What follows belongs to an exercise in optimizing a design on an open flow for small area, a short achievable clock period and few clock cycles; a production flow would make more cautious choices.
Function was checked by simulation only, so behaviour that the tests miss may differ from the original.
Power figures rest on the tool's default switching activity, not on a simulated workload.

==> flow/design.v <==
package matvec_pkg;
    typedef logic signed [14-1:0] elem_t;
    typedef logic signed [28-1:0] acc_t;
    typedef logic [$clog2(8*8)-1:0] w_addr_t;
    typedef logic [$clog2(8)-1:0] x_addr_t;
endpackage
`timescale 1ns/1ps
module mul_csa (
    input  logic [13:0] w,
    input  logic [6:0] one,
    input  logic [6:0] two,
    input  logic [6:0] neg,
    output logic [28:0] s,
    output logic [28:0] c
);
    wire pp0_0 = ((one[0] & w[0]) | (two[0] & 1'b0)) ^ neg[0];
    wire pp0_1 = ((one[0] & w[1]) | (two[0] & w[0])) ^ neg[0];
    wire pp0_2 = ((one[0] & w[2]) | (two[0] & w[1])) ^ neg[0];
    wire pp0_3 = ((one[0] & w[3]) | (two[0] & w[2])) ^ neg[0];
    wire pp0_4 = ((one[0] & w[4]) | (two[0] & w[3])) ^ neg[0];
    wire pp0_5 = ((one[0] & w[5]) | (two[0] & w[4])) ^ neg[0];
    wire pp0_6 = ((one[0] & w[6]) | (two[0] & w[5])) ^ neg[0];
    wire pp0_7 = ((one[0] & w[7]) | (two[0] & w[6])) ^ neg[0];
    wire pp0_8 = ((one[0] & w[8]) | (two[0] & w[7])) ^ neg[0];
    wire pp0_9 = ((one[0] & w[9]) | (two[0] & w[8])) ^ neg[0];
    wire pp0_10 = ((one[0] & w[10]) | (two[0] & w[9])) ^ neg[0];
    wire pp0_11 = ((one[0] & w[11]) | (two[0] & w[10])) ^ neg[0];
    wire pp0_12 = ((one[0] & w[12]) | (two[0] & w[11])) ^ neg[0];
    wire pp0_13 = ((one[0] & w[13]) | (two[0] & w[12])) ^ neg[0];
    wire pp0_14 = ((one[0] & w[13]) | (two[0] & w[13])) ^ neg[0];
    wire pp0_15 = ~(((one[0] & w[13]) | (two[0] & w[13])) ^ neg[0]);
    wire pp1_0 = ((one[1] & w[0]) | (two[1] & 1'b0)) ^ neg[1];
    wire pp1_1 = ((one[1] & w[1]) | (two[1] & w[0])) ^ neg[1];
    wire pp1_2 = ((one[1] & w[2]) | (two[1] & w[1])) ^ neg[1];
    wire pp1_3 = ((one[1] & w[3]) | (two[1] & w[2])) ^ neg[1];
    wire pp1_4 = ((one[1] & w[4]) | (two[1] & w[3])) ^ neg[1];
    wire pp1_5 = ((one[1] & w[5]) | (two[1] & w[4])) ^ neg[1];
    wire pp1_6 = ((one[1] & w[6]) | (two[1] & w[5])) ^ neg[1];
    wire pp1_7 = ((one[1] & w[7]) | (two[1] & w[6])) ^ neg[1];
    wire pp1_8 = ((one[1] & w[8]) | (two[1] & w[7])) ^ neg[1];
    wire pp1_9 = ((one[1] & w[9]) | (two[1] & w[8])) ^ neg[1];
    wire pp1_10 = ((one[1] & w[10]) | (two[1] & w[9])) ^ neg[1];
    wire pp1_11 = ((one[1] & w[11]) | (two[1] & w[10])) ^ neg[1];
    wire pp1_12 = ((one[1] & w[12]) | (two[1] & w[11])) ^ neg[1];
    wire pp1_13 = ((one[1] & w[13]) | (two[1] & w[12])) ^ neg[1];
    wire pp1_14 = ((one[1] & w[13]) | (two[1] & w[13])) ^ neg[1];
    wire pp1_15 = ~(((one[1] & w[13]) | (two[1] & w[13])) ^ neg[1]);
    wire pp2_0 = ((one[2] & w[0]) | (two[2] & 1'b0)) ^ neg[2];
    wire pp2_1 = ((one[2] & w[1]) | (two[2] & w[0])) ^ neg[2];
    wire pp2_2 = ((one[2] & w[2]) | (two[2] & w[1])) ^ neg[2];
    wire pp2_3 = ((one[2] & w[3]) | (two[2] & w[2])) ^ neg[2];
    wire pp2_4 = ((one[2] & w[4]) | (two[2] & w[3])) ^ neg[2];
    wire pp2_5 = ((one[2] & w[5]) | (two[2] & w[4])) ^ neg[2];
    wire pp2_6 = ((one[2] & w[6]) | (two[2] & w[5])) ^ neg[2];
    wire pp2_7 = ((one[2] & w[7]) | (two[2] & w[6])) ^ neg[2];
    wire pp2_8 = ((one[2] & w[8]) | (two[2] & w[7])) ^ neg[2];
    wire pp2_9 = ((one[2] & w[9]) | (two[2] & w[8])) ^ neg[2];
    wire pp2_10 = ((one[2] & w[10]) | (two[2] & w[9])) ^ neg[2];
    wire pp2_11 = ((one[2] & w[11]) | (two[2] & w[10])) ^ neg[2];
    wire pp2_12 = ((one[2] & w[12]) | (two[2] & w[11])) ^ neg[2];
    wire pp2_13 = ((one[2] & w[13]) | (two[2] & w[12])) ^ neg[2];
    wire pp2_14 = ((one[2] & w[13]) | (two[2] & w[13])) ^ neg[2];
    wire pp2_15 = ~(((one[2] & w[13]) | (two[2] & w[13])) ^ neg[2]);
    wire pp3_0 = ((one[3] & w[0]) | (two[3] & 1'b0)) ^ neg[3];
    wire pp3_1 = ((one[3] & w[1]) | (two[3] & w[0])) ^ neg[3];
    wire pp3_2 = ((one[3] & w[2]) | (two[3] & w[1])) ^ neg[3];
    wire pp3_3 = ((one[3] & w[3]) | (two[3] & w[2])) ^ neg[3];
    wire pp3_4 = ((one[3] & w[4]) | (two[3] & w[3])) ^ neg[3];
    wire pp3_5 = ((one[3] & w[5]) | (two[3] & w[4])) ^ neg[3];
    wire pp3_6 = ((one[3] & w[6]) | (two[3] & w[5])) ^ neg[3];
    wire pp3_7 = ((one[3] & w[7]) | (two[3] & w[6])) ^ neg[3];
    wire pp3_8 = ((one[3] & w[8]) | (two[3] & w[7])) ^ neg[3];
    wire pp3_9 = ((one[3] & w[9]) | (two[3] & w[8])) ^ neg[3];
    wire pp3_10 = ((one[3] & w[10]) | (two[3] & w[9])) ^ neg[3];
    wire pp3_11 = ((one[3] & w[11]) | (two[3] & w[10])) ^ neg[3];
    wire pp3_12 = ((one[3] & w[12]) | (two[3] & w[11])) ^ neg[3];
    wire pp3_13 = ((one[3] & w[13]) | (two[3] & w[12])) ^ neg[3];
    wire pp3_14 = ((one[3] & w[13]) | (two[3] & w[13])) ^ neg[3];
    wire pp3_15 = ~(((one[3] & w[13]) | (two[3] & w[13])) ^ neg[3]);
    wire pp4_0 = ((one[4] & w[0]) | (two[4] & 1'b0)) ^ neg[4];
    wire pp4_1 = ((one[4] & w[1]) | (two[4] & w[0])) ^ neg[4];
    wire pp4_2 = ((one[4] & w[2]) | (two[4] & w[1])) ^ neg[4];
    wire pp4_3 = ((one[4] & w[3]) | (two[4] & w[2])) ^ neg[4];
    wire pp4_4 = ((one[4] & w[4]) | (two[4] & w[3])) ^ neg[4];
    wire pp4_5 = ((one[4] & w[5]) | (two[4] & w[4])) ^ neg[4];
    wire pp4_6 = ((one[4] & w[6]) | (two[4] & w[5])) ^ neg[4];
    wire pp4_7 = ((one[4] & w[7]) | (two[4] & w[6])) ^ neg[4];
    wire pp4_8 = ((one[4] & w[8]) | (two[4] & w[7])) ^ neg[4];
    wire pp4_9 = ((one[4] & w[9]) | (two[4] & w[8])) ^ neg[4];
    wire pp4_10 = ((one[4] & w[10]) | (two[4] & w[9])) ^ neg[4];
    wire pp4_11 = ((one[4] & w[11]) | (two[4] & w[10])) ^ neg[4];
    wire pp4_12 = ((one[4] & w[12]) | (two[4] & w[11])) ^ neg[4];
    wire pp4_13 = ((one[4] & w[13]) | (two[4] & w[12])) ^ neg[4];
    wire pp4_14 = ((one[4] & w[13]) | (two[4] & w[13])) ^ neg[4];
    wire pp4_15 = ~(((one[4] & w[13]) | (two[4] & w[13])) ^ neg[4]);
    wire pp5_0 = ((one[5] & w[0]) | (two[5] & 1'b0)) ^ neg[5];
    wire pp5_1 = ((one[5] & w[1]) | (two[5] & w[0])) ^ neg[5];
    wire pp5_2 = ((one[5] & w[2]) | (two[5] & w[1])) ^ neg[5];
    wire pp5_3 = ((one[5] & w[3]) | (two[5] & w[2])) ^ neg[5];
    wire pp5_4 = ((one[5] & w[4]) | (two[5] & w[3])) ^ neg[5];
    wire pp5_5 = ((one[5] & w[5]) | (two[5] & w[4])) ^ neg[5];
    wire pp5_6 = ((one[5] & w[6]) | (two[5] & w[5])) ^ neg[5];
    wire pp5_7 = ((one[5] & w[7]) | (two[5] & w[6])) ^ neg[5];
    wire pp5_8 = ((one[5] & w[8]) | (two[5] & w[7])) ^ neg[5];
    wire pp5_9 = ((one[5] & w[9]) | (two[5] & w[8])) ^ neg[5];
    wire pp5_10 = ((one[5] & w[10]) | (two[5] & w[9])) ^ neg[5];
    wire pp5_11 = ((one[5] & w[11]) | (two[5] & w[10])) ^ neg[5];
    wire pp5_12 = ((one[5] & w[12]) | (two[5] & w[11])) ^ neg[5];
    wire pp5_13 = ((one[5] & w[13]) | (two[5] & w[12])) ^ neg[5];
    wire pp5_14 = ((one[5] & w[13]) | (two[5] & w[13])) ^ neg[5];
    wire pp5_15 = ~(((one[5] & w[13]) | (two[5] & w[13])) ^ neg[5]);
    wire pp6_0 = ((one[6] & w[0]) | (two[6] & 1'b0)) ^ neg[6];
    wire pp6_1 = ((one[6] & w[1]) | (two[6] & w[0])) ^ neg[6];
    wire pp6_2 = ((one[6] & w[2]) | (two[6] & w[1])) ^ neg[6];
    wire pp6_3 = ((one[6] & w[3]) | (two[6] & w[2])) ^ neg[6];
    wire pp6_4 = ((one[6] & w[4]) | (two[6] & w[3])) ^ neg[6];
    wire pp6_5 = ((one[6] & w[5]) | (two[6] & w[4])) ^ neg[6];
    wire pp6_6 = ((one[6] & w[6]) | (two[6] & w[5])) ^ neg[6];
    wire pp6_7 = ((one[6] & w[7]) | (two[6] & w[6])) ^ neg[6];
    wire pp6_8 = ((one[6] & w[8]) | (two[6] & w[7])) ^ neg[6];
    wire pp6_9 = ((one[6] & w[9]) | (two[6] & w[8])) ^ neg[6];
    wire pp6_10 = ((one[6] & w[10]) | (two[6] & w[9])) ^ neg[6];
    wire pp6_11 = ((one[6] & w[11]) | (two[6] & w[10])) ^ neg[6];
    wire pp6_12 = ((one[6] & w[12]) | (two[6] & w[11])) ^ neg[6];
    wire pp6_13 = ((one[6] & w[13]) | (two[6] & w[12])) ^ neg[6];
    wire pp6_14 = ((one[6] & w[13]) | (two[6] & w[13])) ^ neg[6];
    wire pp6_15 = ~(((one[6] & w[13]) | (two[6] & w[13])) ^ neg[6]);
    wire s1 = pp0_10 ^ pp1_8;
    wire c2 = pp0_10 & pp1_8;
    wire s3 = pp0_11 ^ pp1_9;
    wire c4 = pp0_11 & pp1_9;
    wire s5 = pp0_12 ^ pp1_10 ^ pp2_8;
    wire c6 = (pp0_12 & pp1_10) | (pp2_8 & (pp0_12 ^ pp1_10));
    wire s7 = pp3_6 ^ pp4_4;
    wire c8 = pp3_6 & pp4_4;
    wire s9 = pp0_13 ^ pp1_11 ^ pp2_9;
    wire c10 = (pp0_13 & pp1_11) | (pp2_9 & (pp0_13 ^ pp1_11));
    wire s11 = pp3_7 ^ pp4_5;
    wire c12 = pp3_7 & pp4_5;
    wire s13 = pp0_14 ^ pp1_12 ^ pp2_10;
    wire c14 = (pp0_14 & pp1_12) | (pp2_10 & (pp0_14 ^ pp1_12));
    wire s15 = pp3_8 ^ pp4_6;
    wire c16 = pp3_8 & pp4_6;
    wire s17 = pp0_15 ^ pp1_13 ^ pp2_11;
    wire c18 = (pp0_15 & pp1_13) | (pp2_11 & (pp0_15 ^ pp1_13));
    wire s19 = pp3_9 ^ pp4_7 ^ pp5_5;
    wire c20 = (pp3_9 & pp4_7) | (pp5_5 & (pp3_9 ^ pp4_7));
    wire s21 = pp1_14 ^ pp2_12 ^ pp3_10;
    wire c22 = (pp1_14 & pp2_12) | (pp3_10 & (pp1_14 ^ pp2_12));
    wire s23 = pp4_8 ^ pp5_6;
    wire c24 = pp4_8 & pp5_6;
    wire s25 = pp1_15 ^ pp2_13 ^ pp3_11;
    wire c26 = (pp1_15 & pp2_13) | (pp3_11 & (pp1_15 ^ pp2_13));
    wire s27 = pp2_14 ^ pp3_12;
    wire c28 = pp2_14 & pp3_12;
    wire s29 = pp0_6 ^ pp1_4;
    wire c30 = pp0_6 & pp1_4;
    wire s31 = pp0_7 ^ pp1_5;
    wire c32 = pp0_7 & pp1_5;
    wire s33 = pp0_8 ^ pp1_6 ^ pp2_4;
    wire c34 = (pp0_8 & pp1_6) | (pp2_4 & (pp0_8 ^ pp1_6));
    wire s35 = pp3_2 ^ pp4_0;
    wire c36 = pp3_2 & pp4_0;
    wire s37 = pp0_9 ^ pp1_7 ^ pp2_5;
    wire c38 = (pp0_9 & pp1_7) | (pp2_5 & (pp0_9 ^ pp1_7));
    wire s39 = pp3_3 ^ pp4_1;
    wire c40 = pp3_3 & pp4_1;
    wire s41 = pp2_6 ^ pp3_4 ^ pp4_2;
    wire c42 = (pp2_6 & pp3_4) | (pp4_2 & (pp2_6 ^ pp3_4));
    wire s43 = pp5_0 ^ neg[5] ^ s1;
    wire c44 = (pp5_0 & neg[5]) | (s1 & (pp5_0 ^ neg[5]));
    wire s45 = pp2_7 ^ pp3_5 ^ pp4_3;
    wire c46 = (pp2_7 & pp3_5) | (pp4_3 & (pp2_7 ^ pp3_5));
    wire s47 = pp5_1 ^ s3 ^ c2;
    wire c48 = (pp5_1 & s3) | (c2 & (pp5_1 ^ s3));
    wire s49 = pp5_2 ^ pp6_0 ^ neg[6];
    wire c50 = (pp5_2 & pp6_0) | (neg[6] & (pp5_2 ^ pp6_0));
    wire s51 = s5 ^ s7 ^ c4;
    wire c52 = (s5 & s7) | (c4 & (s5 ^ s7));
    wire s53 = pp5_3 ^ pp6_1 ^ s9;
    wire c54 = (pp5_3 & pp6_1) | (s9 & (pp5_3 ^ pp6_1));
    wire s55 = s11 ^ c6 ^ c8;
    wire c56 = (s11 & c6) | (c8 & (s11 ^ c6));
    wire s57 = pp5_4 ^ pp6_2 ^ s13;
    wire c58 = (pp5_4 & pp6_2) | (s13 & (pp5_4 ^ pp6_2));
    wire s59 = s15 ^ c10 ^ c12;
    wire c60 = (s15 & c10) | (c12 & (s15 ^ c10));
    wire s61 = pp6_3 ^ 1'b1 ^ s17;
    wire c62 = (pp6_3 & 1'b1) | (s17 & (pp6_3 ^ 1'b1));
    wire s63 = s19 ^ c14 ^ c16;
    wire c64 = (s19 & c14) | (c16 & (s19 ^ c14));
    wire s65 = pp6_4 ^ 1'b1 ^ s21;
    wire c66 = (pp6_4 & 1'b1) | (s21 & (pp6_4 ^ 1'b1));
    wire s67 = s23 ^ c18 ^ c20;
    wire c68 = (s23 & c18) | (c20 & (s23 ^ c18));
    wire s69 = pp4_9 ^ pp5_7 ^ pp6_5;
    wire c70 = (pp4_9 & pp5_7) | (pp6_5 & (pp4_9 ^ pp5_7));
    wire s71 = s25 ^ c22 ^ c24;
    wire c72 = (s25 & c22) | (c24 & (s25 ^ c22));
    wire s73 = pp4_10 ^ pp5_8 ^ pp6_6;
    wire c74 = (pp4_10 & pp5_8) | (pp6_6 & (pp4_10 ^ pp5_8));
    wire s75 = 1'b1 ^ s27 ^ c26;
    wire c76 = (1'b1 & s27) | (c26 & (1'b1 ^ s27));
    wire s77 = pp2_15 ^ pp3_13 ^ pp4_11;
    wire c78 = (pp2_15 & pp3_13) | (pp4_11 & (pp2_15 ^ pp3_13));
    wire s79 = pp5_9 ^ pp6_7 ^ c28;
    wire c80 = (pp5_9 & pp6_7) | (c28 & (pp5_9 ^ pp6_7));
    wire s81 = pp3_14 ^ pp4_12 ^ pp5_10;
    wire c82 = (pp3_14 & pp4_12) | (pp5_10 & (pp3_14 ^ pp4_12));
    wire s83 = pp6_8 ^ 1'b1;
    wire c84 = pp6_8 & 1'b1;
    wire s85 = pp3_15 ^ pp4_13 ^ pp5_11;
    wire c86 = (pp3_15 & pp4_13) | (pp5_11 & (pp3_15 ^ pp4_13));
    wire s87 = pp4_14 ^ pp5_12;
    wire c88 = pp4_14 & pp5_12;
    wire s89 = pp0_4 ^ pp1_2;
    wire c90 = pp0_4 & pp1_2;
    wire s91 = pp0_5 ^ pp1_3;
    wire c92 = pp0_5 & pp1_3;
    wire s93 = pp2_2 ^ pp3_0 ^ neg[3];
    wire c94 = (pp2_2 & pp3_0) | (neg[3] & (pp2_2 ^ pp3_0));
    wire s95 = pp2_3 ^ pp3_1 ^ s31;
    wire c96 = (pp2_3 & pp3_1) | (s31 & (pp2_3 ^ pp3_1));
    wire s97 = neg[4] ^ s33 ^ s35;
    wire c98 = (neg[4] & s33) | (s35 & (neg[4] ^ s33));
    wire s99 = s37 ^ s39 ^ c34;
    wire c100 = (s37 & s39) | (c34 & (s37 ^ s39));
    wire s101 = s41 ^ s43 ^ c38;
    wire c102 = (s41 & s43) | (c38 & (s41 ^ s43));
    wire s103 = s45 ^ s47 ^ c42;
    wire c104 = (s45 & s47) | (c42 & (s45 ^ s47));
    wire s105 = s49 ^ s51 ^ c46;
    wire c106 = (s49 & s51) | (c46 & (s49 ^ s51));
    wire s107 = s53 ^ s55 ^ c50;
    wire c108 = (s53 & s55) | (c50 & (s53 ^ s55));
    wire s109 = s57 ^ s59 ^ c54;
    wire c110 = (s57 & s59) | (c54 & (s57 ^ s59));
    wire s111 = s61 ^ s63 ^ c58;
    wire c112 = (s61 & s63) | (c58 & (s61 ^ s63));
    wire s113 = s65 ^ s67 ^ c62;
    wire c114 = (s65 & s67) | (c62 & (s65 ^ s67));
    wire s115 = s69 ^ s71 ^ c66;
    wire c116 = (s69 & s71) | (c66 & (s69 ^ s71));
    wire s117 = s73 ^ s75 ^ c70;
    wire c118 = (s73 & s75) | (c70 & (s73 ^ s75));
    wire s119 = s77 ^ s79 ^ c74;
    wire c120 = (s77 & s79) | (c74 & (s77 ^ s79));
    wire s121 = s81 ^ s83 ^ c78;
    wire c122 = (s81 & s83) | (c78 & (s81 ^ s83));
    wire s123 = pp6_9 ^ s85 ^ c82;
    wire c124 = (pp6_9 & s85) | (c82 & (pp6_9 ^ s85));
    wire s125 = pp6_10 ^ 1'b1 ^ s87;
    wire c126 = (pp6_10 & 1'b1) | (s87 & (pp6_10 ^ 1'b1));
    wire s127 = pp4_15 ^ pp5_13 ^ pp6_11;
    wire c128 = (pp4_15 & pp5_13) | (pp6_11 & (pp4_15 ^ pp5_13));
    wire s129 = pp5_14 ^ pp6_12;
    wire c130 = pp5_14 & pp6_12;
    wire s131 = pp0_2 ^ pp1_0;
    wire c132 = pp0_2 & pp1_0;
    wire s133 = pp0_3 ^ pp1_1;
    wire c134 = pp0_3 & pp1_1;
    wire s135 = pp2_0 ^ neg[2] ^ s89;
    wire c136 = (pp2_0 & neg[2]) | (s89 & (pp2_0 ^ neg[2]));
    wire s137 = pp2_1 ^ s91 ^ c90;
    wire c138 = (pp2_1 & s91) | (c90 & (pp2_1 ^ s91));
    wire s139 = s29 ^ s93 ^ c92;
    wire c140 = (s29 & s93) | (c92 & (s29 ^ s93));
    wire s141 = c30 ^ s95 ^ c94;
    wire c142 = (c30 & s95) | (c94 & (c30 ^ s95));
    wire s143 = c32 ^ s97 ^ c96;
    wire c144 = (c32 & s97) | (c96 & (c32 ^ s97));
    wire s145 = c36 ^ s99 ^ c98;
    wire c146 = (c36 & s99) | (c98 & (c36 ^ s99));
    wire s147 = c40 ^ s101 ^ c100;
    wire c148 = (c40 & s101) | (c100 & (c40 ^ s101));
    wire s149 = c44 ^ s103 ^ c102;
    wire c150 = (c44 & s103) | (c102 & (c44 ^ s103));
    wire s151 = c48 ^ s105 ^ c104;
    wire c152 = (c48 & s105) | (c104 & (c48 ^ s105));
    wire s153 = c52 ^ s107 ^ c106;
    wire c154 = (c52 & s107) | (c106 & (c52 ^ s107));
    wire s155 = c56 ^ s109 ^ c108;
    wire c156 = (c56 & s109) | (c108 & (c56 ^ s109));
    wire s157 = c60 ^ s111 ^ c110;
    wire c158 = (c60 & s111) | (c110 & (c60 ^ s111));
    wire s159 = c64 ^ s113 ^ c112;
    wire c160 = (c64 & s113) | (c112 & (c64 ^ s113));
    wire s161 = c68 ^ s115 ^ c114;
    wire c162 = (c68 & s115) | (c114 & (c68 ^ s115));
    wire s163 = c72 ^ s117 ^ c116;
    wire c164 = (c72 & s117) | (c116 & (c72 ^ s117));
    wire s165 = c76 ^ s119 ^ c118;
    wire c166 = (c76 & s119) | (c118 & (c76 ^ s119));
    wire s167 = c80 ^ s121 ^ c120;
    wire c168 = (c80 & s121) | (c120 & (c80 ^ s121));
    wire s169 = c84 ^ s123 ^ c122;
    wire c170 = (c84 & s123) | (c122 & (c84 ^ s123));
    wire s171 = c86 ^ s125 ^ c124;
    wire c172 = (c86 & s125) | (c124 & (c86 ^ s125));
    wire s173 = c88 ^ s127 ^ c126;
    wire c174 = (c88 & s127) | (c126 & (c88 ^ s127));
    wire s175 = 1'b1 ^ s129 ^ c128;
    wire c176 = (1'b1 & s129) | (c128 & (1'b1 ^ s129));
    wire s177 = pp5_15 ^ pp6_13 ^ c130;
    wire c178 = (pp5_15 & pp6_13) | (c130 & (pp5_15 ^ pp6_13));
    wire s179 = pp6_14 ^ 1'b1;
    wire c180 = pp6_14 & 1'b1;
    assign s = {1'b1, pp6_15, s179, s177, s175, s173, s171, s169, s167, s165, s163, s161, s159, s157, s155, s153, s151, s149, s147, s145, s143, s141, s139, s137, s135, s133, neg[1], pp0_1, pp0_0};
    assign c = {1'b0, c180, c178, c176, c174, c172, c170, c168, c166, c164, c162, c160, c158, c156, c154, c152, c150, c148, c146, c144, c142, c140, c138, c136, c134, c132, s131, 1'b0, neg[0]};
endmodule
`timescale 1ns/1ps
module add_sk #(
    parameter int W = 29
) (
    input  logic [W-1:0] a,
    input  logic [W-1:0] b,
    output logic [W-1:0] y
);
    localparam int L = $clog2(W);
    logic [L:0][W-1:0] g;
    logic [L:0][W-1:0] p;
    always_comb begin
        g[0] = a & b;
        p[0] = a ^ b;
        for (int l = 0; l < L; l++) begin
            for (int i = 0; i < W; i++) begin
                if (((i >> l) & 1) == 1) begin
                    g[l+1][i] = g[l][i] | (p[l][i] & g[l][((i >> l) << l) - 1]);
                    p[l+1][i] = p[l][i] & p[l][((i >> l) << l) - 1];
                end else begin
                    g[l+1][i] = g[l][i];
                    p[l+1][i] = p[l][i];
                end
            end
        end
    end
    assign y = p[0] ^ {g[L][W-2:0], 1'b0};
endmodule
`timescale 1ns/1ps
module matvec_top (
    input  logic               clk,
    input  logic               reset,
    input  logic               input_valid,
    output logic               input_ready,
    input  matvec_pkg::elem_t  input_data,
    input  logic               new_matrix,
    output logic               output_valid,
    input  logic               output_ready,
    output matvec_pkg::acc_t   output_data
);
    localparam int N  = 8;
    localparam int IW = 14;
    localparam int AW = 28;
    localparam int D  = 12;             
    localparam logic [AW-1:0] ACC_MAX = {1'b0, {(AW-1){1'b1}}};
    localparam logic [AW-1:0] ACC_MIN = {1'b1, {(AW-1){1'b0}}};
    logic [2:0] ph;        
    logic [2:0] col;       
    logic [2:0] row;       
    logic [1:0] mode;      
    logic [4:0] owed;      
    logic       accept;
    logic       x_word;
    logic       mat_word;
    logic       last_x;
    logic [2:0] ph_n, col_n, row_n;
    logic [1:0] mode_n;
    logic [4:0] owed_n;
    logic       ready_q;
    assign x_word   = (mode == 2'd2) || ((mode == 2'd0) && !new_matrix);
    assign mat_word = (mode == 2'd1) || ((mode == 2'd0) && new_matrix);
    assign input_ready = ready_q;
    assign accept = input_valid && ready_q && !reset;
    assign last_x = accept && (mode == 2'd2) && (col == 3'd7);
    always_comb begin
        ph_n   = ph + 3'd1;
        col_n  = col;
        row_n  = row;
        mode_n = mode;
        if (accept) begin
            col_n = col + 3'd1;
            case (mode)
                2'd0: mode_n = new_matrix ? 2'd1 : 2'd2;
                2'd1: begin
                    if (col == 3'd7) begin
                        row_n = row + 3'd1;
                        if (row == 3'd7) mode_n = 2'd2;
                    end
                end
                default: begin
                    if (col == 3'd7) mode_n = 2'd0;
                end
            endcase
        end
        if (reset) begin
            ph_n   = '0;
            col_n  = '0;
            row_n  = '0;
            mode_n = 2'd0;
        end
    end
    always_ff @(posedge clk) begin
        ph      <= ph_n;
        col     <= col_n;
        row     <= row_n;
        mode    <= mode_n;
        ready_q <= (ph_n == col_n) &&
                   !((mode_n == 2'd2) && (col_n == 3'd7) && (owed_n > 5'(D - N)));
    end
    logic [N-1:0][N-1:0][IW-1:0] ring;
    for (genvar r = 0; r < N; r++) begin : g_ring
        always_ff @(posedge clk) begin
            for (int k = 0; k < N - 1; k++) ring[r][k] <= ring[r][k+1];
            if (accept && mat_word && (row == 3'(r))) ring[r][N-1] <= input_data;
            else                                      ring[r][N-1] <= ring[r][0];
        end
    end
    logic [N-1:0][6:0] xone, xtwo, xneg;
    logic [N+1:0]      fl;      
    logic [N+1:0]      ll;      
    logic [IW:0]       xb;
    logic [6:0]        one_in, two_in, neg_in;
    assign xb = {input_data, 1'b0};
    for (genvar i = 0; i < 7; i++) begin : g_rec
        assign one_in[i] = xb[2*i+1] ^ xb[2*i];
        assign two_in[i] = (xb[2*i+2] & ~xb[2*i+1] & ~xb[2*i]) |
                           (~xb[2*i+2] & xb[2*i+1] & xb[2*i]);
        assign neg_in[i] = xb[2*i+2];
    end
    always_ff @(posedge clk) begin
        xone[0] <= (accept && x_word) ? one_in : '0;
        xtwo[0] <= (accept && x_word) ? two_in : '0;
        xneg[0] <= (accept && x_word) ? neg_in : '0;
        for (int k = 1; k < N; k++) begin
            xone[k] <= xone[k-1];
            xtwo[k] <= xtwo[k-1];
            xneg[k] <= xneg[k-1];
        end
    end
    always_ff @(posedge clk) begin
        if (reset) begin
            fl <= '0;
            ll <= '0;
        end else begin
            fl <= {fl[N:0], accept && x_word && (col == 3'd0)};
            ll <= {ll[N:0], last_x};
        end
    end
    logic [N-1:0][AW-1:0] acc;
    logic [N-1:0][AW-1:0] push_terms;
    for (genvar r = 0; r < N; r++) begin : g_row
        logic [IW-1:0] w;
        logic [AW:0]   s, c, t_q, u_q;
        logic [AW:0]   a, hs, hc, sum;
        assign w = ring[r][N-1-r];
        mul_csa u_mul (
            .w   (w),
            .one (xone[r]),
            .two (xtwo[r]),
            .neg (xneg[r]),
            .s (s),
            .c (c)
        );
        assign a  = fl[r+1] ? '0 : {acc[r][AW-1], acc[r]};
        assign hs = a ^ t_q;
        assign hc = (u_q | (a & t_q)) << 1;
        add_sk #(.W(AW + 1)) u_add (
            .a (hs),
            .b (hc),
            .y (sum)
        );
        always_ff @(posedge clk) begin
            t_q <= s ^ c;
            u_q <= s & c;
            if (sum[AW] != sum[AW-1]) acc[r] <= sum[AW] ? ACC_MIN : ACC_MAX;
            else                      acc[r] <= sum[AW-1:0];
        end
        assign push_terms[r] = ll[r+2] ? acc[r] : '0;
    end
    localparam int NE = D - 1;
    logic [NE-1:0][AW-1:0] fe;
    logic [NE-1:0]         wp, rp;      
    logic [3:0]            n;           
    logic                  ov;
    logic [AW-1:0]         oq;
    logic                  push, pop, load, take;
    logic [AW-1:0]         din, head, nextval;
    always_comb begin
        din = '0;
        for (int r = 0; r < N; r++) din = din | push_terms[r];
        head = '0;
        for (int i = 0; i < NE; i++) head = head | (rp[i] ? fe[i] : '0);
    end
    logic       avail;
    logic [3:0] n_keep, n_take;
    logic [4:0] owed_keep, owed_pop;
    assign push      = |ll[N+1:2];
    assign avail     = (n != 4'd0) || push;
    assign load      = !ov || output_ready;
    assign pop       = ov && output_ready;
    assign take      = load && avail;
    assign nextval   = (n != 4'd0) ? head : din;
    assign owed_n    = reset ? 5'd0 : (pop ? owed_pop : owed_keep);
    assign n_keep    = n + 4'(push);
    assign n_take    = n_keep - 4'd1;
    assign owed_keep = owed + (last_x ? 5'd8 : 5'd0);
    assign owed_pop  = owed_keep - 5'd1;
    always_ff @(posedge clk) begin
        for (int i = 0; i < NE; i++) begin
            if (push && wp[i]) fe[i] <= din;
        end
        if (load) oq <= nextval;
    end
    always_ff @(posedge clk) begin
        if (reset) begin
            wp   <= NE'(1);
            rp   <= NE'(1);
            n    <= '0;
            ov   <= 1'b0;
            owed <= '0;
        end else begin
            if (push) wp <= {wp[NE-2:0], wp[NE-1]};
            if (take) rp <= {rp[NE-2:0], rp[NE-1]};
            n    <= take ? n_take : n_keep;
            ov   <= avail || (ov && !output_ready);
            owed <= owed_n;
        end
    end
    assign output_valid = ov;
    assign output_data  = oq;
endmodule
==> flow/run.sh <==
#!/bin/bash
# synth_recipe.tcl (not shown) runs the flow's synth.tcl, then flattens the netlist and writes it again
# the make line also repeats each setting of config.mk as NAME=value (left out here)
make -C /OpenROAD-flow-scripts/flow DESIGN_CONFIG=/design/flow/config.mk WORK_HOME=/design/flow/orfs CLKGATE_MAP_FILE= SYNTH_SCRIPT=/design/flow/synth_recipe.tcl finish
==> flow/config.mk <==
export PLATFORM = sky130hd
export DESIGN_NAME = matvec_top
export DESIGN_NICKNAME = matvec_top
export VERILOG_FILES = /design/flow/design.v
export SDC_FILE = /design/flow/constraint.sdc
export NUM_CORES = 4
export LEC_CHECK = 0
export CAP_MARGIN = 20
export CORE_MARGIN = 2
export CORE_UTILIZATION = 70
export CTS_CLUSTER_DIAMETER = 150
export CTS_CLUSTER_SIZE = 30
export SETUP_SLACK_MARGIN = 4.5
export SLEW_MARGIN = 20
==> flow/constraint.sdc <==
create_clock -name core_clock -period 8.0 [get_ports {clk}]
set_input_delay 1.6000 -clock core_clock [delete_from_list [all_inputs] [get_ports {clk}]]
set_output_delay 1.6000 -clock core_clock [all_outputs]
set_load 0.01 [all_outputs]
==> flow_summary_export.csv, run 1 <==
group,metric,value,unit
yosys,yosys.area.top_type,"dfxtp_1",
placement,io_buffers,48,
yosys,seq_area_frac_synth,0.4609,
clocking,cts_buffer_depth,3,
drt,drt_iter0_markers,7249,
yosys,ys_ff_latch,2111,
sta,finalMaxSlewViolations,0,
worst_setup_path,start_kind,"flip-flop",
yosys,synth-async-reset-ratio,0,
pwr,p_leak,44.34,nW
floorplan,core,139900,um^2
yosys,post-synth-top-count-cell,"dfxtp_1",
worst_setup_path,crit_arrival,4.29,ns
global_route,overflow,0,
worst_hold_path,holdCritPathClass,"flip-flop to flip-flop",
placement,dpl_cell_area,100800,um^2
pwr,internal-power,0.01933,W
clocking,cts.sinks,2111,
sta,hold_viol,0,
worst_setup_path,cp_data_required_time,8.67,ns
worst_setup_path,worstReg2RegStart,"fl[6]$_SDFF_PP0_",
placement,dp.cells,10050,
yosys,synth_flop_cell,"dfxtp_1",
run_status,status,"complete, no violations",
floorplan,die_w,380.1,um
global_route,antenna_found_initial,21,
pwr,p_comb_frac,0.394,
yosys,synth_fp_nets,9890,
yosys,ys_warn_count,2,
sta,worst_pin_slew,1.090,ns
sta,slew_headroom,0.2733,
sta,min_period_over_period,0.4523,
floorplan,die_h,380.1,um
worst_setup_path,crit_fanout,6,
placement,dp_slack,3.234,ns
drt,drcViolationCount,0,
worst_setup_path,reg2reg_depth,15,
worst_setup_path,r2r_slack,4.38,ns
pwr,power,0.03009,W
final_layout,syn_to_final_growth,9.924,%
worst_hold_path,hold_depth,0,
final_layout,finish.instance_area,108800,um^2
worst_hold_path,hold_path_end,"ring[789]$_DFF_P_",
final_layout,layout-drive-gt1-share,0.1585,
sta,fin_setup_tns,0,ns
global_route,grt_pass1_vias,66490,
yosys,synth.area.top_cells,"dfxtp_1 (36%), fa_1 (11%), ha_1 (10%)",
clocking,numCtsBuffers,80,
pwr,powerDensity,276.5,nW/um^2
clocking,hold_buffers,0,
sta,skew,0.03844,ns
drt,postRouteAntennaNets,0,
worst_setup_path,reg2reg_to,"acc[143]$_DFF_P_",
sta,fin_ws,4.382,ns
yosys,syn_inst,8514,
drt,totalWireLength,271200,um
drt,num_vias,66260,
worst_setup_path,setup.worst_path.end_class,"flip-flop",
drt,vias_per_cell,6.367,
clocking,clkTransAtPathRegs,0.12,ns
sta,setup_violations,0,
pwr,ir_drop,0.3753,mV
yosys,synth_top_area_frac,0.3589,
yosys,synthTopCellsByCount,"dfxtp_1 (1775), a22oi_1 (901), ha_1 (829)",
floorplan,fp.dieArea,144400,um^2
placement,dp_hpwl,181800,um
sta,clock.fmax,276.4,MHz
yosys,synth_area,99000,um^2
yosys,synth_area_per_cell,11.63,um^2
sta,fin_crit,3.619,ns
pwr,swShare,0.3576,
clocking,cts_tree,"built",
worst_hold_path,holdCritStartpoint,"ring[803]$_DFF_P_",
floorplan,rows,137,
drt,wl_per_cell,26.06,um
global_route,grt_max_degree,65,
pwr,pwr-share-clk,0.168,
pwr,power_switching,0.01076,W
sta,rsz0062_at_grt,"yes",
clocking,clk_latency,0.76,ns
yosys,synth_edf_count,336,
yosys,synth_cell_types,75,
final_layout,finish.net_count,9870,
floorplan,start_util,0.7078,
global_route,grt.total_usage,0.3635,
drt,dr.pass1.iters,9,
clocking,htreeDepth,3,
clocking,cts_root_buffer,"clkbuf_16",
placement,place_congestion,0.9771,
global_route,grt_pass1_wl,400700,um
final_layout,final_cells,10410,
flow_run,max_cap_viol_count,0,
floorplan,io_pins,49,
worst_setup_path,crit_type,"flip-flop to flip-flop",
pwr,p_seq_frac,0.438,
worst_setup_path,startpoint,"fl[6]$_SDFF_PP0_",
## through the flow
stage	utilization	hold slack [ns]
6_report	0.7780	0.3183
5_1_grt	0.7778	0.3224
4_1_cts	0.7512	0.3189
3_5_place_dp	0.7208	0.3121
3_3_place_gp	0.7208	0.3095
2_1_floorplan	-	0.3096
## cells by family (layout without fill, tap and decap cells)
family	count (synthesis)	count (layout)	share of synthesized area
AOI/OAI and AO/OA	1663	1664	0.1181
and+or+nand+nor	1048	1057	0.05818
buffers and inverters	1171	1156	0.04472
other	0	14	0
xor gates and xnor gates	1011	1011	0.08944
adders and majority gates	1357	1357	0.2115
muxes	153	161	0.01721
DFF	2111	2111	0.4609
## sequential cells by signal (all words and copies together), names as in the netlist, 28 cells and up
name       count
g_row.t_q    216
acc          224
oq            28
xone          56
xtwo          56
fe           308
g_row.u_q    208
ring         896
xneg          56
## repair_timing
action,4_1_cts,5_1_grt
resized for setup,396,583
endpoints found under the hold margin,0,0
cloned,23,16
buffers inserted,46,150
pin swaps,38,153
setup endpoints to repair,435,294
## power by group through the flow
stage,Sequential [W],Combinational (W),Clock (W)
2_1_floorplan,0.0125,0.00708,0
3_3_place_gp,0.0134,0.00870,0
3_5_place_dp,0.0134,0.00901,0
4_1_cts,0.0131,0.0101,0.00511
5_1_grt,0.0132,0.0130,0.00545
6_report,0.0132,0.0118,0.00506
## area by class of cell
type | instances | area (um^2)
sequential | 2111 | 46270
antenna | 14 | 35.03
multi-input combinational | 5250 | 51680
fill | 8874 | 31050
inverter | 669 | 2511
clock buffer | 99 | 2116
tap | 1876 | 2347
timing repair buffer | 382 | 3765
clock inverter | 6 | 97.59
## critical path, cell delays in order, from the launching register on
cell and delay [ns]:
dfxtp_2 0.38, buf_12 0.14, buf_8 0.14, nor2b_1 0.06
ha_1 0.34, ha_4 0.23, a21o_1 0.18, a21oi_4 0.17
a31oi_2 0.12, a2111o_1 0.48, a221oi_4 0.40, a21oi_4 0.12
buf_6 0.14, buf_8 0.13, mux2_4 0.40, o21ai_1 0.10
## layer usage
layer	track usage	part of all wire	up-vias
li1	-	-	29140
met1	0.4780	0.39	32640
met2	0.5583	0.44	3649
met3	0.09384	0.11	814
met4	0.1850	0.061	20
met5	0	0.00051	-
## placed cells by master, fill, tap and decap left out, types with 20 or more instances in the layout
cell type / instances
mux2i_1: 20
inv_1: 667
buf_4: 242
dfxtp_4: 151
ha_1: 722
and2_1: 24
fa_1: 528
and3_1: 42
a22oi_2: 20
o21ai_2: 61
a221oi_1: 31
nand3_1: 26
buf_6: 36
or2_2: 189
a222oi_1: 29
xor2_1: 442
buf_12: 30
edfxtp_1: 336
a31oi_1: 48
nor2b_1: 237
nand4_1: 49
a22o_1: 27
o21ai_1: 33
clkdlybuf4s50_1: 38
nor2_1: 157
dfxtp_1: 1561
dfxtp_2: 63
a21o_1: 49
mux2_2: 129
ha_4: 89
o21a_1: 24
clkbuf_16: 89
or2_4: 30
xnor2_1: 560
nand2_1: 161
nor3_1: 22
a21oi_1: 104
o21ai_0: 193
a22oi_1: 881
a21oi_2: 22
## how the worst max path moves through the flow
stage | depth (start not counted) | to
finish | 15 | acc[143]$_DFF_P_
global route | 14 | acc[0]$_DFF_P_
CTS | 15 | acc[149]$_DFF_P_
detailed placement | 12 | acc[201]$_DFF_P_
global placement | 12 | acc[216]$_DFF_P_
floorplan | 15 | acc[184]$_DFF_P_
Testbench counts, summed over its fixed seeds: cycles 5,464.
==> run 2: changes to the inputs <==
--- a/flow/config.mk
+++ b/flow/config.mk
@@ -8,7 +8,7 @@
 export CAP_MARGIN = 20
 export CORE_MARGIN = 2
-export CORE_UTILIZATION = 70
+export CORE_UTILIZATION = 75
 export CTS_CLUSTER_DIAMETER = 150
-export CTS_CLUSTER_SIZE = 30
-export SETUP_SLACK_MARGIN = 4.5
+export CTS_CLUSTER_SIZE = 24
+export SETUP_SLACK_MARGIN = 4.7
 export SLEW_MARGIN = 20
==> run 2 against run 1 <==
  * Non-clock buffer count up 532
  * First-iteration DRC count is 59% higher
  * Utilization rose by 11 points
  * Die area down 6.6%
==> flow_summary_export.csv, run 2 <==
group,metric,value,unit
floorplan,fp.dieArea,134900,um^2
clocking,cts_root_buffer,"clkbuf_16",
sta,skew,0.06406,ns
placement,dp.cells,9917,
yosys,post-synth-top-count-cell,"dfxtp_1",
yosys,yosys.area.top_type,"dfxtp_1",
pwr,ir_drop,0.3184,mV
sta,rsz0062_at_grt,"yes",
yosys,synth-async-reset-ratio,0,
final_layout,final_cell_mix,"dfxtp_1 (1515), a22oi_1 (736), ha_1 (665)",
worst_setup_path,crit_type,"flip-flop to flip-flop",
drt,vias_per_cell,7.064,
drt,totalWireLength,349100,um
yosys,synthTopCellsByCount,"dfxtp_1 (1775), a22oi_1 (901), ha_1 (829)",
clocking,clk_latency,0.83,ns
sta,finalMaxSlewViolations,0,
clocking,numCtsBuffers,97,
final_layout,regMostFlops,"ring",
clocking,clkTransAtPathRegs,0.10,ns
yosys,synth_flop_cell,"dfxtp_1",
yosys,synth.area.top_cells,"dfxtp_1 (36%), fa_1 (11%), ha_1 (10%)",
run_status,status,"complete, no violations",
worst_setup_path,worstReg2RegStart,"fl[3]$_SDFF_PP0_",
drt,dr.pass1.iters,13,
sta,clock.fmax,273.5,MHz
final_layout,reg_top3,"ring (896), fe (308), acc (224)",
yosys,syn_inst,8514,
drt,wl_per_cell,32.17,um
global_route,grt.total_usage,0.4410,
floorplan,io_pins,49,
final_layout,fillers,5043,
yosys,seq_area_frac_synth,0.4609,
yosys,synth_edf_count,336,
placement,dp_hpwl,182900,um
floorplan,core,131300,um^2
final_layout,syn_to_final_growth,17.87,%
worst_setup_path,crit_fanout,8,
sta,fin_crit,3.656,ns
yosys,synth_top_area_frac,0.3589,
drt,drcViolationCount,0,
yosys,ys_warn_count,2,
floorplan,start_util,0.7540,
final_layout,largest_reg_flops,896,
floorplan,die_w,367.3,um
placement,place_congestion,0.9961,
global_route,antenna_found_initial,35,
clocking,cts_tree,"built",
clocking,htreeDepth,3,
worst_setup_path,cp_data_required_time,8.69,ns
worst_setup_path,startpoint,"fl[3]$_SDFF_PP0_",
global_route,overflow,0,
yosys,synth_area_per_cell,11.63,um^2
drt,num_vias,76650,
worst_hold_path,holdCritPathClass,"flip-flop to flip-flop",
yosys,ys_ff_latch,2111,
final_layout,utilization,0.8888,
final_layout,layout-drive-gt1-share,0.2631,
worst_setup_path,setup.worst_path.end_class,"flip-flop",
pwr,powerDensity,289.4,nW/um^2
final_layout,mostFrequentLayoutCell,"dfxtp_1",
drt,drt_iter0_markers,11550,
floorplan,die_h,367.3,um
floorplan,rows,133,
yosys,synth_cell_types,75,
clocking,cts.sinks,2111,
global_route,grt_max_degree,65,
global_route,grt_pass1_wl,446000,um
sta,fin_setup_tns,0,ns
clocking,cts_buffer_depth,3,
worst_hold_path,holdCritStartpoint,"ring[517]$_DFF_P_",
drt,postRouteAntennaNets,0,
yosys,synth_area,99000,um^2
yosys,synth_fp_nets,9890,
pwr,p_leak,47.92,nW
global_route,grt_pass1_vias,72680,
placement,io_buffers,48,
sta,slew_headroom,0.2489,
worst_setup_path,crit_arrival,4.35,ns
flow_run,max_cap_viol_count,0,
sta,hold_viol,0,
sta,setup_violations,0,
sta,worst_pin_slew,1.117,ns
final_layout,final_cells,10850,
final_layout,finish.net_count,10420,
sta,min_period_over_period,0.4570,
worst_setup_path,start_kind,"flip-flop",
run 2: final cells by class:
class	count	area, um^2	area share
Clock inverter	5	108.9	0.0009328
Multi-Input combinational cell	5253	54370	0.4659
Timing Repair Buffer	914	8452	0.07243
Tap cell	1755	2196	0.01882
Sequential cell	2111	46430	0.3979
Inverter	669	2514	0.02154
Antenna cell	24	60.06	0.0005147
Clock buffer	120	2556	0.02191
run 2: path summary, 6_finish.rpt:
check / depth (start not counted) / slack, ns / endpoint
setup reg to reg: 16 / 4.34 / acc[61]$_DFF_P_
hold reg to reg: 0 / 0.32 / ring[503]$_DFF_P_
setup / recovery: 16 / 4.34 / acc[61]$_DFF_P_
hold / removal: 0 / 0.32 / ring[503]$_DFF_P_
run 2: power breakdown:
part           leakage (nW)  total, W  switching, W  internal (W)
Combinational          29.4    0.0149       0.00798       0.00688
Clock                  1.29   0.00571       0.00343       0.00228
Sequential             17.2    0.0132       0.00128        0.0119
run 2: cell families (layout without fill, tap and decap cells):
| family | after synthesis | count (layout) | share of synthesized area |
|---|---|---|---|
| other cells | 0 | 24 | 0 |
| compound gates | 1663 | 1664 | 0.1181 |
| mux | 153 | 165 | 0.01721 |
| simple gates | 1048 | 1056 | 0.05818 |
| fa+ha+maj | 1357 | 1357 | 0.2115 |
| xor+xnor | 1011 | 1011 | 0.08944 |
| flops | 2111 | 2111 | 0.4609 |
| buf+inv | 1171 | 1708 | 0.04472 |
run 2: timing repair:
item,in CTS,in global routing
hold buffers,0,0
hold endpoints to repair,0,0
cloned,29,11
resized for setup,870,863
buffers inserted,446,298
endpoints found under the setup margin,510,402
pin swaps,242,499
run 2: layer usage:
metal  track usage  share of wire  vias up
li1              -              -    30260
met3        0.1263           0.14     2844
met5             0        0.00047        -
met2        0.6791           0.43     7005
met4        0.3304           0.12       22
met1        0.5275           0.32    36530
run 2: worst max-delay path, cell delays in order (launching register included):
cell      delay (ns)
dfxtp_4         0.41
buf_8           0.16
nor2b_1         0.07
ha_1            0.18
or2_2           0.33
ha_1            0.24
a21oi_2         0.19
o21ai_0         0.17
nor2b_1         0.19
a2111o_1        0.37
a221oi_4        0.30
a211o_4         0.21
buf_12          0.11
mux2i_4         0.28
buf_12          0.15
buf_16          0.12
o21ai_2         0.06
run 2: per-stage QoR:
step	instance area, um^2	worst slack, ns	hold slack, ns	power, W
final	116700	4.344	0.3192	0.03377
after global routing	116700	4.352	0.3211	0.03488
after detailed placement	101000	3.420	0.3121	0.02252
after global placement	101000	3.630	0.3095	0.02217
after CTS	110500	4.555	0.3007	0.03003
after floorplan	100300	4.694	0.3096	0.01978
==> run 3: changes to the inputs <==
--- a/flow/config.mk
+++ b/flow/config.mk
@@ -8,7 +8,7 @@
 export CAP_MARGIN = 20
 export CORE_MARGIN = 2
-export CORE_UTILIZATION = 75
-export CTS_CLUSTER_DIAMETER = 150
+export CORE_UTILIZATION = 70
+export CTS_CLUSTER_DIAMETER = 120
 export CTS_CLUSTER_SIZE = 24
-export SETUP_SLACK_MARGIN = 4.7
+export SETUP_SLACK_MARGIN = 4.5
 export SLEW_MARGIN = 20
==> run 3 against run 2 <==
  * Global-route usage down 7.6 points
  * Critical path depth down 3
  * Clock skew down 0.030 ns
  * First-iteration DRC count down 38%
  * Clock-buffer cell count down 1
==> flow_summary_export.csv, run 3 <==
group,metric,value,unit
run_status,status,"complete, no violations",
clocking,cts.sinks,2111,
yosys,seq_area_frac_synth,0.4609,
floorplan,rows,137,
final_layout,fillers,8875,
final_layout,layout.area.seq,46260,um^2
sta,rsz0062_at_grt,"yes",
global_route,overflow,0,
placement,dpl_cell_area,100800,um^2
yosys,synth_edf_count,336,
worst_setup_path,max_stage_delay,0.51,ns
sta,setup_violations,0,
placement,place_congestion,0.9771,
worst_setup_path,crit_arrival,4.25,ns
floorplan,die_h,380.1,um
clocking,numCtsBuffers,97,
floorplan,die_w,380.1,um
yosys,yosys.area.top_type,"dfxtp_1",
yosys,synth_top_area_frac,0.3589,
final_layout,finish.instance_area,108900,um^2
sta,worst_pin_slew,1.155,ns
sta,hold_ws,0.3217,ns
global_route,busiest_layer,"met2",
final_layout,reg_top3,"ring (896), fe (308), acc (224)",
yosys,synth_cell_types,75,
final_layout,regMostFlops,"ring",
worst_setup_path,start_kind,"flip-flop",
yosys,ys_warn_count,2,
worst_setup_path,crit_fanout,10,
drt,postRouteAntennaNets,0,
global_route,grtUsageMet2,0.5566,
final_layout,largest_reg_flops,896,
sta,fin_crit,3.583,ns
yosys,post-synth-top-count-cell,"dfxtp_1",
yosys,synth-async-reset-ratio,0,
clocking,hold_buffers,0,
worst_setup_path,path_cells,"buf_12, buf_16, nor2b_1, ha_1, ha_4, nor3_4, o21ai_2, o211ai_1, a21oi_2, o41a_1, o21ai_4, nand3_2, o21ai_0",
drt,drcViolationCount,0,
yosys,syn_inst,8514,
final_layout,syn_to_final_growth,10.03,%
final_layout,mostFrequentLayoutCell,"dfxtp_1",
sta,skew,0.03435,ns
global_route,antenna_found_initial,22,
sta,clock.fmax,279.1,MHz
final_layout,final_cell_mix,"dfxtp_1 (1571), a22oi_1 (884), ha_1 (740)",
drt,dr.pass1.iters,7,
clocking,cts_root_buffer,"clkbuf_16",
yosys,synth_area_per_cell,11.63,um^2
pwr,ir_drop,0.3317,mV
pwr,powerDensity,277.3,nW/um^2
clocking,cts_tree,"built",
placement,io_buffers,48,
global_route,grt.total_usage,0.3648,
drt,totalWireLength,271900,um
drt,num_vias,66530,
sta,min_period_over_period,0.4479,
floorplan,io_pins,49,
floorplan,start_util,0.7078,
clocking,clkTransAtPathRegs,0.10,ns
drt,vias_per_cell,6.375,
floorplan,fp.dieArea,144400,um^2
sta,slew_headroom,0.2287,
yosys,synthTopCellsByCount,"dfxtp_1 (1775), a22oi_1 (901), ha_1 (829)",
worst_setup_path,cp_data_required_time,8.66,ns
global_route,grt_max_degree,65,
yosys,synth_area,99000,um^2
sta,hold_viol,0,
worst_setup_path,setup.worst_path.end_class,"flip-flop",
floorplan,core,139900,um^2
final_layout,multi_input_area,51300,um^2
yosys,synth_fp_nets,9890,
placement,dp_hpwl,181800,um
yosys,synth_flop_cell,"dfxtp_1",
clocking,cts_buffer_depth,3,
drt,drt_iter0_markers,7145,
sta,finalMaxSlewViolations,0,
sta,fin_setup_tns,0,ns
clocking,clk_latency,0.77,ns
final_layout,final_cells,10440,
clocking,htreeDepth,3,
global_route,grt_util_met1,0.4777,
global_route,grt_use_met3,0.09681,
flow_run,max_cap_viol_count,0,
worst_hold_path,holdCritPathClass,"flip-flop to flip-flop",
global_route,grt_pass1_wl,401800,um
placement,dp.cells,10050,
final_layout,finish.net_count,9897,
global_route,grt_pass1_vias,66640,
worst_setup_path,critPathSlowestCell,"o41a_1",
pwr,p_leak,44.56,nW
final_layout,layout-drive-gt1-share,0.1531,
drt,wl_per_cell,26.05,um
worst_setup_path,crit_type,"flip-flop to flip-flop",
yosys,ys_ff_latch,2111,
yosys,synth.area.top_cells,"dfxtp_1 (36%), fa_1 (11%), ha_1 (10%)",
run 3: through the flow:
step	utilization	worst slack (ns)	total power, W
global placement	0.7208	3.423	0.02210
detailed placement	0.7208	3.234	0.02240
global route	0.7785	4.278	0.03176
finish	0.7788	4.417	0.03021
floorplan	-	4.500	0.01959
CTS	0.7536	4.495	0.02879
run 3: repair_timing:
action,4_1_cts,5_1_grt
buffers inserted,51,157
pin swaps,34,112
setup endpoints to repair,437,290
gates cloned,24,13
resized for setup,369,506
hold endpoints to repair,0,0
run 3: logic make-up (layout without fill, tap and decap cells):
logic type	count (synthesis)	in the layout	share of synthesized area
DFF	2111	2111	0.4609
AOI/OAI and AO/OA	1663	1664	0.1181
adders and majority gates	1357	1357	0.2115
buffers and inverters	1171	1184	0.04472
and+or+nand+nor	1048	1057	0.05818
xor gates and xnor gates	1011	1011	0.08944
muxes	153	162	0.01721
other	0	15	0
run 3: layout make-up:
cell class / count / area share
inverters: 669 / 0.02305
diodes: 15 / 0.0003446
flip-flops and latches: 2111 / 0.4247
clock inverters: 5 / 0.0006432
multi-input cells: 5251 / 0.4709
well taps: 1876 / 0.02155
clock buffers: 119 / 0.02343
repair buffers: 391 / 0.03537
run 3: final timing paths:
kind	start	end	slack (ns)	cells after the start
max	fl[1]$_SDFF_PP0_	acc[18]$_DFF_P_	4.42	13
min	ring[727]$_DFF_P_	ring[713]$_DFF_P_	0.32	0
max reg2reg	fl[1]$_SDFF_PP0_	acc[18]$_DFF_P_	4.42	13
min reg2reg	ring[727]$_DFF_P_	ring[713]$_DFF_P_	0.32	0
run 3: where the power goes:
part           switching, W  total, W  internal, W
Combinational       0.00618    0.0115      0.00535
Clock               0.00323   0.00549      0.00226
Sequential          0.00127    0.0132       0.0119
run 3: worst max-delay path, delay by kind of cell, from the launching register on:
kind | cells | cell delay (ns)
buf+inv | 2 | 0.28
compound gates | 6 | 1.71
fa+ha+maj | 2 | 0.50
simple gates | 3 | 0.60
flops | 1 | 0.37
run 3: per-layer routing:
| metal | up-vias | share of wire |
|---|---|---|
| met1 | 32670 | 0.39 |
| met2 | 3802 | 0.44 |
| li1 | 29200 | - |
| met3 | 849 | 0.11 |
| met5 | - | 0.00028 |
| met4 | 12 | 0.061 |
==> run 4: changes to the inputs <==
--- a/flow/config.mk
+++ b/flow/config.mk
@@ -13,2 +13,3 @@
 export SETUP_SLACK_MARGIN = 4.5
 export SLEW_MARGIN = 20
+export TNS_END_PERCENT = 0
==> run 4 against run 3 <==
  * Still clean on timing, DRC and antenna
  * Flip-flop and latch count unchanged
  * Sequential power about the same
  * Register-to-register slack worse by 0.17 ns
  * Global-route usage shrank 0.47 points
  * Clock skew up 0.00066 ns
  * Non-clock buffer count is 197 lower
  * Critical path depth is 3 lower
  * Clock power rose by 1%
  * Area after synthesis is the same
  * Critical path type unchanged
  * Largest power group unchanged
==> flow_summary_export.csv, run 4 <==
group,metric,value,unit
final_layout,largest_reg_flops,896,
drt,drcViolationCount,0,
pwr,pwr-share-clk,0.193,
worst_hold_path,hold_depth,0,
yosys,synth_compound_area_frac,0.1181,
yosys,synth_area_per_cell,11.63,um^2
final_layout,reg_top3,"ring (896), fe (308), acc (224)",
sta,fin_crit,3.754,ns
drt,met1_length,103400,um
yosys,ys_ff_latch,2111,
placement,io_buffers,48,
floorplan,die_h,380.1,um
pwr,internal-power,0.01872,W
sta,finalMaxSlewViolations,0,
clocking,htreeDepth,3,
drt,dr_wl_met2,117500,um
floorplan,io_pins,49,
placement,dp_hpwl,181900,um
flow_run,max_cap_viol_count,0,
worst_setup_path,critical-path-top-delay-family,"adder cells",
worst_setup_path,reg2reg_depth,10,
yosys,synth_top_area_frac,0.3589,
yosys,muxShareOfSynthArea,0.01721,
final_layout,regMostFlops,"ring",
sta,clock.fmax,266.4,MHz
final_layout,final_cell_mix,"dfxtp_1 (1608), a22oi_1 (901), ha_1 (827)",
yosys,synth.area.top_cells,"dfxtp_1 (36%), fa_1 (11%), ha_1 (10%)",
floorplan,fp.dieArea,144400,um^2
clocking,clk_latency,0.76,ns
sta,hold_viol,0,
final_layout,mostFrequentLayoutCell,"dfxtp_1",
final_layout,layout.area.seq,45850,um^2
worst_setup_path,path_cells,"a22oi_1, xor2_1, fa_1, inv_1, fa_1, inv_1, fa_1, inv_1, fa_1, ha_1",
clocking,cts_buffer_depth,3,
yosys,synthTopCellsByCount,"dfxtp_1 (1775), a22oi_1 (901), ha_1 (829)",
yosys,synth_area,99000,um^2
global_route,grt.total_usage,0.3601,
yosys,post-synth-top-count-cell,"dfxtp_1",
worst_setup_path,crit_type,"flip-flop to flip-flop",
worst_hold_path,holdCritPathClass,"flip-flop to flip-flop",
pwr,p_leak,43.31,nW
sta,worst_pin_slew,1.198,ns
sta,skew,0.03501,ns
drt,totalWireLength,262900,um
sta,setup_violations,0,
drt,postRouteAntennaNets,0,
drt,dr.pass1.iters,7,
yosys,syn_inst,8514,
yosys,seq_area_frac_synth,0.4609,
yosys,synth-async-reset-ratio,0,
placement,place_congestion,0.9951,
sta,fin_setup_tns,0,ns
global_route,grt_pass1_wl,395500,um
clocking,hold_buffers,0,
final_layout,syn_to_final_growth,5.687,%
floorplan,die_w,380.1,um
worst_setup_path,crit_fanout,15,
clocking,cts_tree,"built",
clocking,cts.sinks,2111,
final_layout,multi_input_area,49450,um^2
yosys,synth_edf_count,336,
worst_setup_path,max_stage_delay,0.80,ns
pwr,power,0.02874,W
drt,drt_iter0_markers,6808,
yosys,synth-xor-area-share,0.08944,
sta,slew_headroom,0.2000,
global_route,grt_max_degree,64,
worst_setup_path,setup.worst_path.end_class,"flip-flop",
worst_setup_path,critical_path_depth,10,
floorplan,start_util,0.7078,
worst_setup_path,start_kind,"flip-flop",
yosys,ys_warn_count,2,
yosys,synth_top_family_by_area,"adder cells",
placement,dp_slack,3.195,ns
pwr,ir_drop,0.4066,mV
run_status,status,"complete, no violations",
worst_setup_path,critPathSlowestCell,"dfxtp_1",
pwr,p_comb_frac,0.345,
final_layout,layout-drive-gt1-share,0.1020,
final_layout,utilization,0.7480,
yosys,synth_fp_nets,9890,
final_layout,fillers,9453,
final_layout,finish.net_count,9693,
global_route,overflow,0,
drt,vias_per_cell,6.342,
clocking,numCtsBuffers,98,
yosys,synth_flop_cell,"dfxtp_1",
drt,num_vias,64940,
pwr,p_seq_frac,0.462,
pwr,powerDensity,274.7,nW/um^2
yosys,synth_cell_types,75,
floorplan,rows,137,
drt,wl_per_cell,25.68,um
sta,min_period_over_period,0.4692,
drt,highest_layer,"met5",
pwr,power_switching,0.01002,W
sta,fin_ws,4.246,ns
sta,rsz0062_at_grt,"yes",
global_route,grt_pass1_vias,65700,
drt,wl_met3,28560,um
pwr,swShare,0.3487,
worst_setup_path,crit_buf_inv,3,
worst_setup_path,cp_data_required_time,8.65,ns
global_route,antenna_found_initial,22,
worst_setup_path,crit_arrival,4.41,ns
yosys,synth-adder-area-share,0.2115,
worst_setup_path,cp_common_cell,"fa_1",
floorplan,core,139900,um^2
yosys,yosys.area.top_type,"dfxtp_1",
clocking,clkTransAtPathRegs,0.11,ns
yosys,synth-simple-area-share,0.05818,
clocking,cts_root_buffer,"clkbuf_16",
-- run 4: cell counts after synthesis --
Identical to the previous run, type by type.
-- run 4: worst paths after layout --
| check | from | endpoint | slack, ns |
|---|---|---|---|
| setup reg to reg | ring[304]$_DFF_P_ | g_row[2].t_q[17]$_DFF_P_ | 4.25 |
| hold reg to reg | ring[807]$_DFF_P_ | ring[793]$_DFF_P_ | 0.31 |
| hold / removal | ring[807]$_DFF_P_ | ring[793]$_DFF_P_ | 0.31 |
| setup / recovery | ring[304]$_DFF_P_ | g_row[2].t_q[17]$_DFF_P_ | 4.25 |
-- run 4: metal layers --
layer  up-vias  track usage
met5         -            0
met4        22       0.1742
met3       735       0.1012
met2      3471       0.5576
met1     31950       0.4678
li1      28760            -
-- run 4: cell families (layout without fill, tap and decap cells) --
kind of cell / Yosys count / in the layout
adder cells (fa/ha/maj): 1357 / 1357
AO/OA/AOI/OAI: 1663 / 1663
multiplexers: 153 / 157
buffers and inverters: 1171 / 991
AND/OR/NAND/NOR: 1048 / 1055
XOR/XNOR: 1011 / 1011
flip-flops: 2111 / 2111
other: 0 / 18
-- run 4: power by group through the flow --
| stage | registers (W) | logic [W] | clock network [W] |
|---|---|---|---|
| floorplan | 0.0125 | 0.00707 | 0 |
| global placement | 0.0135 | 0.00863 | 0 |
| detailed placement | 0.0135 | 0.00893 | 0 |
| CTS | 0.0132 | 0.00962 | 0.00563 |
| global route | 0.0133 | 0.0110 | 0.00598 |
| finish | 0.0133 | 0.00991 | 0.00556 |
-- run 4: layout make-up --
class                   count  share of cell area
diodes                     18           0.0004305
clock buffers             120             0.02493
clock inverters             8           0.0008371
inverters                 669             0.02400
multi-input cells        5243              0.4726
flip-flops and latches   2111              0.4382
well taps                1876             0.02243
repair buffers            194             0.01660
-- run 4: repair_timing --
item | in CTS | in global routing
setup endpoints to repair | 396 | 423
gates resized for setup | 158 | 77
cloned | 9 | 4
pin swaps | 19 | 8
setup buffers | 27 | 7
-- run 4: metrics by stage --
| step | cells | hold WS [ns] | instance area (um^2) |
|---|---|---|---|
| 5_1_grt | 10220 | 0.3150 | 104600 |
| 4_1_cts | 10210 | 0.3088 | 104300 |
| 6_report | 10240 | 0.3061 | 104600 |
| 3_3_place_gp | 10040 | 0.3095 | 100800 |
| 2_1_floorplan | 8514 | 0.3096 | 99080 |
| 3_5_place_dp | 10050 | 0.3121 | 100800 |
==> run 5: changes to the inputs <==
--- a/flow/config.mk
+++ b/flow/config.mk
@@ -11,5 +11,5 @@
 export CTS_CLUSTER_DIAMETER = 120
 export CTS_CLUSTER_SIZE = 24
-export SETUP_SLACK_MARGIN = 4.5
+export SETUP_SLACK_MARGIN = 4.7
 export SLEW_MARGIN = 20
 export TNS_END_PERCENT = 0
==> run 5 against run 4 <==
  * Total power is 2.6% higher
  * Sequential power about the same
  * Sequential share of layout area is 0.40 points lower
  * Still clean
==> flow_summary_export.csv, run 5 <==
group,metric,value,unit
run_status,status,"complete, no violations",
sta,fin_ws,4.364,ns
worst_setup_path,path_cells,"buf_12, buf_8, nor2b_1, ha_1, ha_4, a21o_1, a21oi_4, a31oi_2, a2111o_1, a221oi_4, a21oi_4, buf_12, mux2_2, o21ai_0",
final_layout,layout.area.seq,46040,um^2
clocking,clkTransAtPathRegs,0.11,ns
sta,setup_violations,0,
final_layout,layout-drive-gt1-share,0.1202,
clocking,cts_buffer_depth,3,
final_layout,reg_top3,"ring (896), fe (308), acc (224)",
floorplan,die_h,380.1,um
final_layout,mostFrequentLayoutCell,"dfxtp_1",
final_layout,finish.net_count,9759,
clocking,cts_root_buffer,"clkbuf_16",
sta,rsz0062_at_grt,"yes",
sta,slew_headroom,0.2406,
final_layout,regMostFlops,"ring",
final_layout,largest_reg_flops,896,
final_layout,fillers,9199,
floorplan,rows,137,
final_layout,final_cells,10290,
sta,clock.fmax,275.0,MHz
global_route,antenna_found_initial,28,
worst_hold_path,holdCritPathClass,"flip-flop to flip-flop",
pwr,p_comb_frac,0.361,
yosys,ys_warn_count,2,
floorplan,io_pins,49,
yosys,seq_area_frac_synth,0.4609,
sta,fin_crit,3.636,ns
worst_setup_path,crit_fanout,6,
clocking,cts.sinks,2111,
yosys,synth_top_area_frac,0.3589,
pwr,ir_drop,0.4631,mV
placement,dp.cells,10050,
global_route,grt_pass1_wl,404500,um
pwr,swShare,0.3519,
worst_setup_path,crit_type,"flip-flop to flip-flop",
pwr,powerDensity,278.0,nW/um^2
global_route,grt.total_usage,0.3698,
yosys,yosys.area.top_type,"dfxtp_1",
yosys,synth_cell_types,75,
pwr,p_leak,43.69,nW
drt,dr.pass1.iters,6,
pwr,pwr-share-clk,0.187,
worst_setup_path,critPathSlowestCell,"a2111o_1",
global_route,overflow,0,
floorplan,start_util,0.7078,
sta,skew,0.03883,ns
worst_setup_path,setup.worst_path.end_class,"flip-flop",
worst_setup_path,start_kind,"flip-flop",
drt,drcViolationCount,0,
final_layout,multi_input_area,50040,um^2
yosys,synth-async-reset-ratio,0,
pwr,power_switching,0.01037,W
placement,dp_slack,3.238,ns
sta,min_period_over_period,0.4545,
clocking,clk_latency,0.76,ns
yosys,syn_inst,8514,
floorplan,core,139900,um^2
yosys,synth_flop_cell,"dfxtp_1",
placement,place_congestion,0.9631,
sta,finalMaxSlewViolations,0,
yosys,synth_area,99000,um^2
drt,postRouteAntennaNets,0,
drt,totalWireLength,271700,um
yosys,synth.area.top_cells,"dfxtp_1 (36%), fa_1 (11%), ha_1 (10%)",
final_layout,final_cell_mix,"dfxtp_1 (1582), a22oi_1 (900), ha_1 (796)",
clocking,cts_tree,"built",
yosys,synth_edf_count,336,
pwr,p_seq_frac,0.451,
worst_setup_path,cp_data_required_time,8.64,ns
final_layout,syn_to_final_growth,7.095,%
==> run 5: cell types whose count changed in the layout (fill, tap and decap cells not counted), moves of 21 or more <==
cell	previous run	this run
o21ai_1	10	31
o21ai_0	274	249
ha_4	1	24
dfxtp_1	1608	1582
buf_4	128	166
ha_1	827	796
dfxtp_4	5	68
dfxtp_2	162	125
==> run 5: per-stage QoR <==
| step | hold WS, ns | utilization | power (W) | cell area (um^2) |
|---|---|---|---|---|
| 2_1_floorplan | 0.3096 | - | 0.01967 | 99740 |
| 3_3_place_gp | 0.3095 | 0.7222 | 0.02224 | 101000 |
| 3_5_place_dp | 0.3121 | 0.7222 | 0.02253 | 101000 |
| 4_1_cts | 0.3210 | 0.7492 | 0.02862 | 104800 |
| 5_1_grt | 0.3164 | 0.7578 | 0.03105 | 106000 |
| 6_report | 0.3188 | 0.7580 | 0.02948 | 106000 |
==> run 5: timing repair <==
item                       4_1_cts  5_1_grt
resized for setup              249      185
setup buffers                   39       47
pin swaps                       20       54
setup endpoints to repair      530      515
cloned                          12       11
==> run 5: final cells by class <==
cell class,count,area share
antenna,10,0.0002360
inverter,669,0.02369
sequential,2111,0.4342
clock buffer,116,0.02397
clock inverter,7,0.0009677
timing repair buffer,256,0.02285
tap,1876,0.02214
multi-input combinational,5247,0.4720
==> run 5: critical path, delay by kind of cell, from the launching register on <==
| kind | cells | cell delay, ns |
|---|---|---|
| compound gates | 7 | 1.65 |
| flops | 1 | 0.41 |
| fa+ha+maj | 2 | 0.57 |
| buf+inv | 3 | 0.46 |
| mux | 1 | 0.36 |
| simple gates | 1 | 0.06 |
==> run 5: logic make-up (layout without fill, tap and decap cells) <==
group	after synthesis	in the layout	share of synthesized area
compound gates	1663	1664	0.1181
mux	153	162	0.01721
simple gates	1048	1053	0.05818
xor+xnor	1011	1011	0.08944
buf+inv	1171	1048	0.04472
flops	2111	2111	0.4609
fa+ha+maj	1357	1357	0.2115
other cells	0	10	0
==> run 5: layer usage <==
| metal | GRT usage | share of wire | vias to the layer above |
|---|---|---|---|
| li1 | - | - | 28910 |
| met1 | 0.4953 | 0.40 | 32140 |
| met2 | 0.5693 | 0.45 | 3330 |
| met3 | 0.09011 | 0.10 | 690 |
| met4 | 0.1724 | 0.052 | 20 |
| met5 | 0 | 0.00055 | - |
==> run 5: power groups by stage <==
| stage | Clock (W) | Combinational (W) | Sequential [W] |
|---|---|---|---|
| after floorplan | 0 | 0.00716 | 0.0125 |
| after global placement | 0 | 0.00874 | 0.0135 |
| after detailed placement | 0 | 0.00903 | 0.0135 |
| after CTS | 0.00557 | 0.00979 | 0.0133 |
| after global routing | 0.00591 | 0.0118 | 0.0133 |
| final | 0.00552 | 0.0107 | 0.0133 |
==> run 5: worst paths after layout <==
kind,slack [ns],end,from,cells after the start
worst max-delay path,4.36,acc[161]$_DFF_P_,fl[6]$_SDFF_PP0_,14
worst min-delay path,0.32,ring[11]$_DFF_P_,ring[25]$_DFF_P_,0
worst max register to register,4.36,acc[161]$_DFF_P_,fl[6]$_SDFF_PP0_,14
worst min register to register,0.32,ring[11]$_DFF_P_,ring[25]$_DFF_P_,0

Check on run 5: ideal ports give 4.364 ns setup slack; a clkbuf_16 on the clock port and buf_2 on the inputs give 4.364 ns; moving port delays by the midpoint clock arrival (0.833 ns) as well gives 3.795 ns.
